This is an optimization exercise on Yosys and OpenROAD, whose aim is small area, not a production implementation.
Function was checked by simulation only, so behaviour that the tests miss may differ from the original.
No activity file was given, so power comes from the tool's default toggle rates. The clock port is modelled as an ideal driver; clocking choices that lean on that would not hold on a real chip.

==> inputs of try-garnet <==
// pmem_line_responder
module pmem_line_responder
#(
  parameter int LINES         = 16,
  parameter int READ_LATENCY  = 8,
  parameter int WRITE_LATENCY = 8
) (
  input  logic        clk,
  input  logic        reset,
  input  logic        pmem_read,
  input  logic        pmem_write,
  input  lc3b_types::lc3b_word    pmem_address,
  input  lc3b_types::lc3b_32bytes pmem_wdata,
  output logic        pmem_resp,
  output lc3b_types::lc3b_32bytes pmem_rdata,
  output logic        protocol_error
);
==> module pmem_line_responder, before the edit <==
module pmem_line_responder
#(
  parameter int LINES         = 16,
  parameter int READ_LATENCY  = 8,
  parameter int WRITE_LATENCY = 8
) (
  input  logic        clk,
  input  logic        reset,
  input  logic        pmem_read,
  input  logic        pmem_write,
  input  lc3b_types::lc3b_word    pmem_address,
  input  lc3b_types::lc3b_32bytes pmem_wdata,
  output logic        pmem_resp,
  output lc3b_types::lc3b_32bytes pmem_rdata,
  output logic        protocol_error
);
  logic          busy_q;    
  logic [2:0]    cnt_q;     
  logic          wr_q;
  logic [10:0]   tag_q;     
  logic          resp_q;
  logic          perr_q;
  logic [2:0]    ph_q;
  logic [15:0]   valid_q;
  lc3b_types::lc3b_32bytes buf_q;
  lc3b_types::lc3b_32bytes tap_a, tap_b;
  logic       accept;
  logic [3:0] line;
  logic       at_tap;
  logic       line_valid;
  logic       req_changed;
  logic       sel_w, sel_a, sel_b, sel_h, cap;
  logic       ins_a, ins_b;
  assign accept = !busy_q && (pmem_read || pmem_write);
  assign line   = busy_q ? tag_q[3:0] : pmem_address[8:5];
  assign at_tap = (line[2:0] == ~ph_q);
  assign line_valid = valid_q[line];
  assign cap   = (busy_q ? !wr_q : (pmem_read && !pmem_write)) && at_tap;
  assign sel_w = !busy_q && pmem_write;
  assign sel_a = cap && line_valid && !line[3];
  assign sel_b = cap && line_valid &&  line[3];
  assign sel_h = !sel_w && !cap;
  assign ins_a = busy_q && wr_q && at_tap && !line[3];
  assign ins_b = busy_q && wr_q && at_tap &&  line[3];
  assign req_changed = (wr_q ? !pmem_write : !pmem_read) || (pmem_address[15:5] != tag_q);
  pmem_line_array #(
    .SLOTS(8)
  ) u_array (
    .clk    (clk),
    .ins_a_i(ins_a),
    .ins_b_i(ins_b),
    .din_i  (buf_q),
    .tap_a_o(tap_a),
    .tap_b_o(tap_b)
  );
  always_ff @(posedge clk) begin
    buf_q <= ({256{sel_w}} & pmem_wdata) | ({256{sel_a}} & tap_a) |
             ({256{sel_b}} & tap_b)      | ({256{sel_h}} & buf_q);
  end
  always_ff @(posedge clk) begin
    if (reset) begin
      busy_q  <= 1'b0;
      resp_q  <= 1'b0;
      perr_q  <= 1'b0;
      ph_q    <= '0;
      valid_q <= '0;
    end else begin
      ph_q   <= ph_q + 3'd1;
      resp_q <= busy_q && (cnt_q == 3'd6);
      if (busy_q) begin
        cnt_q <= cnt_q + 3'd1;
        if (resp_q) begin
          busy_q <= 1'b0;
        end else if (req_changed) begin
          perr_q <= 1'b1;
        end
      end else if (accept) begin
        busy_q <= 1'b1;
        cnt_q  <= '0;
        wr_q   <= pmem_write;
        tag_q  <= pmem_address[15:5];
        if (pmem_write) begin
          valid_q[pmem_address[8:5]] <= 1'b1;
        end
        if (pmem_write && pmem_read) begin
          perr_q <= 1'b1;
        end
      end
    end
  end
  assign pmem_resp      = resp_q;
  assign pmem_rdata     = buf_q;
  assign protocol_error = perr_q;
endmodule
==> module pmem_line_array, before the edit <==
module pmem_line_array
#(
  parameter int SLOTS = 8
) (
  input  logic                    clk,
  input  logic                    ins_a_i,
  input  logic                    ins_b_i,
  input  lc3b_types::lc3b_32bytes din_i,
  output lc3b_types::lc3b_32bytes tap_a_o,
  output lc3b_types::lc3b_32bytes tap_b_o
);
  localparam int W = 256;
  logic [SLOTS*W-1:0] ring_a_q;
  logic [SLOTS*W-1:0] ring_b_q;
  assign tap_a_o = ring_a_q[SLOTS*W-1 -: W];
  assign tap_b_o = ring_b_q[SLOTS*W-1 -: W];
  always_ff @(posedge clk) begin
    ring_a_q <= {ring_a_q[(SLOTS-1)*W-1:0], (ins_a_i ? din_i : tap_a_o)};
    ring_b_q <= {ring_b_q[(SLOTS-1)*W-1:0], (ins_b_i ? din_i : tap_b_o)};
  end
endmodule
clock: 10.0 ns
lec_check: 0
cap_margin: 20
core_margin: 2
core_utilization: 40
cts_cluster_diameter: 80
cts_cluster_size: 24
slew_margin: 20
run.sh (not shown) runs the stock make flow with config.mk's settings and CLKGATE_MAP_FILE= SYNTH_SCRIPT=/design/flow/synth_recipe.tcl, a recipe that flattens the netlist after the stock synthesis.
==> inputs of try-delta, as changes to try-garnet <==
--- a/flow/design.v
+++ b/flow/design.v
@@ -87,7 +87,18 @@
     .tap_b_o(tap_b)
   );
+  lc3b_types::lc3b_32bytes buf_d;
+  pmem_line_select u_sel (
+    .sel_w_i(sel_w),
+    .sel_a_i(sel_a),
+    .sel_b_i(sel_b),
+    .sel_h_i(sel_h),
+    .w_i    (pmem_wdata),
+    .a_i    (tap_a),
+    .b_i    (tap_b),
+    .h_i    (buf_q),
+    .d_o    (buf_d)
+  );
   always_ff @(posedge clk) begin
-    buf_q <= ({256{sel_w}} & pmem_wdata) | ({256{sel_a}} & tap_a) |
-             ({256{sel_b}} & tap_b)      | ({256{sel_h}} & buf_q);
+    buf_q <= buf_d;
   end
   always_ff @(posedge clk) begin
@@ -126,2 +137,16 @@
   assign protocol_error = perr_q;
 endmodule
+module pmem_line_select (
+  input  logic                    sel_w_i,
+  input  logic                    sel_a_i,
+  input  logic                    sel_b_i,
+  input  logic                    sel_h_i,
+  input  lc3b_types::lc3b_32bytes w_i,
+  input  lc3b_types::lc3b_32bytes a_i,
+  input  lc3b_types::lc3b_32bytes b_i,
+  input  lc3b_types::lc3b_32bytes h_i,
+  output lc3b_types::lc3b_32bytes d_o
+);
+  assign d_o = ({256{sel_w_i}} & w_i) | ({256{sel_a_i}} & a_i) |
+               ({256{sel_b_i}} & b_i) | ({256{sel_h_i}} & h_i);
+endmodule
==> flow/flow/run.sh (new file) <==
#!/bin/bash
# Standard ORFS layout (the standard.sh, unchanged synthesis and steps), except that the
# port buffers are the smallest buffer cell instead of the one buffer_ports picks by itself.
set -euo pipefail
export BUFFER_PORTS_ARGS="-buffer_cell sky130_fd_sc_hd__buf_1"
bash standard.sh > standard.log 2>&1
==> flow/standard.sh (new file) <==
#!/bin/bash
# synth_recipe.tcl (not shown) runs the flow's synth.tcl, then flattens the netlist and writes it again
# the make line also repeats each setting of config.mk as NAME=value (left out here)
make -C /OpenROAD-flow-scripts/flow DESIGN_CONFIG=/design/flow/config.mk WORK_HOME=/design/flow/orfs CLKGATE_MAP_FILE= SYNTH_SCRIPT=/design/flow/synth_recipe.tcl "${@:-finish}"
- CORE_UTILIZATION: 40 -> 60
- CTS_CLUSTER_DIAMETER: 80 -> 70
- CTS_CLUSTER_SIZE: 24 -> 36
- SYNTH_HIERARCHICAL: default -> 1
- SYNTH_MINIMUM_KEEP_SIZE: default -> 0
removed: flow/run.sh
==> inputs of try-sierra, as changes to try-garnet <==
--- a/flow/design.v
+++ b/flow/design.v
@@ -18,5 +18,5 @@
   input  logic                    ins_a_i,
   input  logic                    ins_b_i,
-  input  lc3b_types::lc3b_32bytes din_i,
+  input  lc3b_types::lc3b_32bytes din_n_i,
   output lc3b_types::lc3b_32bytes tap_a_o,
   output lc3b_types::lc3b_32bytes tap_b_o
@@ -25,10 +25,34 @@
   logic [SLOTS*W-1:0] ring_a_q;
   logic [SLOTS*W-1:0] ring_b_q;
+  logic [W-1:0]       next_a, next_b;
   assign tap_a_o = ring_a_q[SLOTS*W-1 -: W];
   assign tap_b_o = ring_b_q[SLOTS*W-1 -: W];
+  pmem_ring_entry u_entry_a (
+    .ins_i  (ins_a_i),
+    .keep_n_i(ins_a_i),
+    .din_n_i(din_n_i),
+    .tap_i  (tap_a_o),
+    .next_o (next_a)
+  );
+  pmem_ring_entry u_entry_b (
+    .ins_i  (ins_b_i),
+    .keep_n_i(ins_b_i),
+    .din_n_i(din_n_i),
+    .tap_i  (tap_b_o),
+    .next_o (next_b)
+  );
   always_ff @(posedge clk) begin
-    ring_a_q <= {ring_a_q[(SLOTS-1)*W-1:0], (ins_a_i ? din_i : tap_a_o)};
-    ring_b_q <= {ring_b_q[(SLOTS-1)*W-1:0], (ins_b_i ? din_i : tap_b_o)};
+    ring_a_q <= {ring_a_q[(SLOTS-1)*W-1:0], next_a};
+    ring_b_q <= {ring_b_q[(SLOTS-1)*W-1:0], next_b};
   end
+endmodule
+module pmem_ring_entry (
+  input  logic                    ins_i,
+  input  logic                    keep_n_i,
+  input  lc3b_types::lc3b_32bytes din_n_i,
+  input  lc3b_types::lc3b_32bytes tap_i,
+  output lc3b_types::lc3b_32bytes next_o
+);
+  assign next_o = ~(({256{ins_i}} & din_n_i) | ({256{~keep_n_i}} & ~tap_i));
 endmodule
 module pmem_line_responder
@@ -77,4 +101,6 @@
   assign ins_b = busy_q && wr_q && at_tap &&  line[3];
   assign req_changed = (wr_q ? !pmem_write : !pmem_read) || (pmem_address[15:5] != tag_q);
+  lc3b_types::lc3b_32bytes buf_d;
+  lc3b_types::lc3b_32bytes hold_n;
   pmem_line_array #(
     .SLOTS(8)
@@ -83,11 +109,22 @@
     .ins_a_i(ins_a),
     .ins_b_i(ins_b),
-    .din_i  (buf_q),
+    .din_n_i(hold_n),
     .tap_a_o(tap_a),
     .tap_b_o(tap_b)
   );
+  pmem_line_select u_sel (
+    .sel_w_i (sel_w),
+    .sel_a_i (sel_a),
+    .sel_b_i (sel_b),
+    .sel_h_i (sel_h),
+    .w_i     (pmem_wdata),
+    .a_i     (tap_a),
+    .b_i     (tap_b),
+    .h_i     (buf_q),
+    .hold_n_o(hold_n),
+    .d_o     (buf_d)
+  );
   always_ff @(posedge clk) begin
-    buf_q <= ({256{sel_w}} & pmem_wdata) | ({256{sel_a}} & tap_a) |
-             ({256{sel_b}} & tap_b)      | ({256{sel_h}} & buf_q);
+    buf_q <= buf_d;
   end
   always_ff @(posedge clk) begin
@@ -126,2 +163,49 @@
   assign protocol_error = perr_q;
 endmodule
+module pmem_line_select (
+  input  logic                    sel_w_i,
+  input  logic                    sel_a_i,
+  input  logic                    sel_b_i,
+  input  logic                    sel_h_i,
+  input  lc3b_types::lc3b_32bytes w_i,
+  input  lc3b_types::lc3b_32bytes a_i,
+  input  lc3b_types::lc3b_32bytes b_i,
+  input  lc3b_types::lc3b_32bytes h_i,
+  output lc3b_types::lc3b_32bytes hold_n_o,
+  output lc3b_types::lc3b_32bytes d_o
+);
+  lc3b_types::lc3b_32bytes load_n;
+  pmem_line_load_nor u_load (
+    .sel_w_i (sel_w_i),
+    .sel_a_i (sel_a_i),
+    .sel_b_i (sel_b_i),
+    .w_i     (w_i),
+    .a_i     (a_i),
+    .b_i     (b_i),
+    .load_n_o(load_n)
+  );
+  pmem_line_hold_nand u_hold (
+    .sel_h_i (sel_h_i),
+    .h_i     (h_i),
+    .hold_n_o(hold_n_o)
+  );
+  assign d_o = ~(load_n & hold_n_o);
+endmodule
+module pmem_line_hold_nand (
+  input  logic                    sel_h_i,
+  input  lc3b_types::lc3b_32bytes h_i,
+  output lc3b_types::lc3b_32bytes hold_n_o
+);
+  assign hold_n_o = ~({256{sel_h_i}} & h_i);
+endmodule
+module pmem_line_load_nor (
+  input  logic                    sel_w_i,
+  input  logic                    sel_a_i,
+  input  logic                    sel_b_i,
+  input  lc3b_types::lc3b_32bytes w_i,
+  input  lc3b_types::lc3b_32bytes a_i,
+  input  lc3b_types::lc3b_32bytes b_i,
+  output lc3b_types::lc3b_32bytes load_n_o
+);
+  assign load_n_o = ~(({256{sel_w_i}} & w_i) | ({256{sel_a_i}} & a_i) | ({256{sel_b_i}} & b_i));
+endmodule
==> flow/flow/run.sh (new file) <==
#!/bin/bash
# Standard ORFS layout (the standard.sh, unchanged synthesis and steps), except that the
# port buffers are the smallest buffer cell instead of the one buffer_ports picks by itself,
# and clock tree synthesis uses larger sink clusters without dummy loads.
set -euo pipefail
export BUFFER_PORTS_ARGS="-buffer_cell sky130_fd_sc_hd__buf_1"
export CTS_ARGS="-sink_clustering_enable -repair_clock_nets -sink_clustering_size 36 -sink_clustering_max_diameter 70 -dont_use_dummy_load"
bash standard.sh > standard.log 2>&1
==> flow/standard.sh (new file) <==
#!/bin/bash
# synth_recipe.tcl (not shown) runs the flow's synth.tcl, then flattens the netlist and writes it again
# the make line also repeats each setting of config.mk as NAME=value (left out here)
make -C /OpenROAD-flow-scripts/flow DESIGN_CONFIG=/design/flow/config.mk WORK_HOME=/design/flow/orfs CLKGATE_MAP_FILE= SYNTH_SCRIPT=/design/flow/synth_recipe.tcl "${@:-finish}"
- CORE_UTILIZATION: 40 -> 80
- CTS_CLUSTER_DIAMETER: 80 -> 100
- CTS_CLUSTER_SIZE: 24 -> 30
- SYNTH_HIERARCHICAL: default -> 1
- SYNTH_MINIMUM_KEEP_SIZE: default -> 0
removed: flow/run.sh
==> inputs of try-onyx, as changes to try-garnet <==
--- a/flow/design.v
+++ b/flow/design.v
@@ -87,7 +87,18 @@
     .tap_b_o(tap_b)
   );
+  lc3b_types::lc3b_32bytes buf_d;
+  pmem_line_select u_sel (
+    .sel_w_i(sel_w),
+    .sel_a_i(sel_a),
+    .sel_b_i(sel_b),
+    .sel_h_i(sel_h),
+    .w_i    (pmem_wdata),
+    .a_i    (tap_a),
+    .b_i    (tap_b),
+    .h_i    (buf_q),
+    .d_o    (buf_d)
+  );
   always_ff @(posedge clk) begin
-    buf_q <= ({256{sel_w}} & pmem_wdata) | ({256{sel_a}} & tap_a) |
-             ({256{sel_b}} & tap_b)      | ({256{sel_h}} & buf_q);
+    buf_q <= buf_d;
   end
   always_ff @(posedge clk) begin
@@ -126,2 +137,16 @@
   assign protocol_error = perr_q;
 endmodule
+module pmem_line_select (
+  input  logic                    sel_w_i,
+  input  logic                    sel_a_i,
+  input  logic                    sel_b_i,
+  input  logic                    sel_h_i,
+  input  lc3b_types::lc3b_32bytes w_i,
+  input  lc3b_types::lc3b_32bytes a_i,
+  input  lc3b_types::lc3b_32bytes b_i,
+  input  lc3b_types::lc3b_32bytes h_i,
+  output lc3b_types::lc3b_32bytes d_o
+);
+  assign d_o = ({256{sel_w_i}} & w_i) | ({256{sel_a_i}} & a_i) |
+               ({256{sel_b_i}} & b_i) | ({256{sel_h_i}} & h_i);
+endmodule
- CTS_CLUSTER_DIAMETER: 80 -> 100
- CTS_CLUSTER_SIZE: 24 -> 30
- SYNTH_HIERARCHICAL: default -> 1
- SYNTH_MINIMUM_KEEP_SIZE: default -> 0
==> comparison <==
Global-route usage, lowest first: try-onyx, try-garnet, try-delta, try-sierra. Synthesized area is the same in try-onyx and try-delta. Against try-delta, the via count of try-garnet is larger by 8.8%. First-iteration DRC count: try-onyx < try-garnet < try-delta < try-sierra. In sequential cell count, try-sierra and try-garnet do not differ. The highest count of clock-buffer cells in the layout belongs to try-garnet, the lowest to try-sierra. In try-sierra the power is lower than in try-garnet, by about 7%. Between try-delta and try-garnet, the lower sequential power is in try-delta (gap about 3%, measured against try-garnet).

==> afterwards: timing with drivers on the ports <==
The results above use ideal ports. As a check the final layouts listed here were re-extracted and re-timed, cells and wires unchanged. Step 1 sets driving cells, clkbuf_16 on the clock port and buf_2 on the other inputs (assumed; they add their load-dependent delay and slew). Step 2 also shifts input and output timing later by t, the mid clock arrival at the registers, as if the neighbouring blocks saw the same clock. Slacks: ideal ports / drivers / drivers and shift; pairs: ideal ports / drivers.
| run | t, ns | setup WS [ns] | worst slew at a driven data input, ns |
|---|---|---|---|
| try-garnet | 0.924 | 4.510 / 4.557 / 3.633 | 0.22 |
| try-delta | 0.901 | 4.930 / 4.970 / 4.068 | 0.15 |
| try-sierra | 0.855 | 4.764 / 4.817 / 3.963 | 0.17 |
| try-onyx | 0.916 | 4.461 / 4.495 / 3.579 | 0.15 |
After both steps every run listed still meets setup and hold. For try-onyx, which loses most, drivers alone change the setup slack by +0.034 ns; drivers and shift together by -0.882 ns.
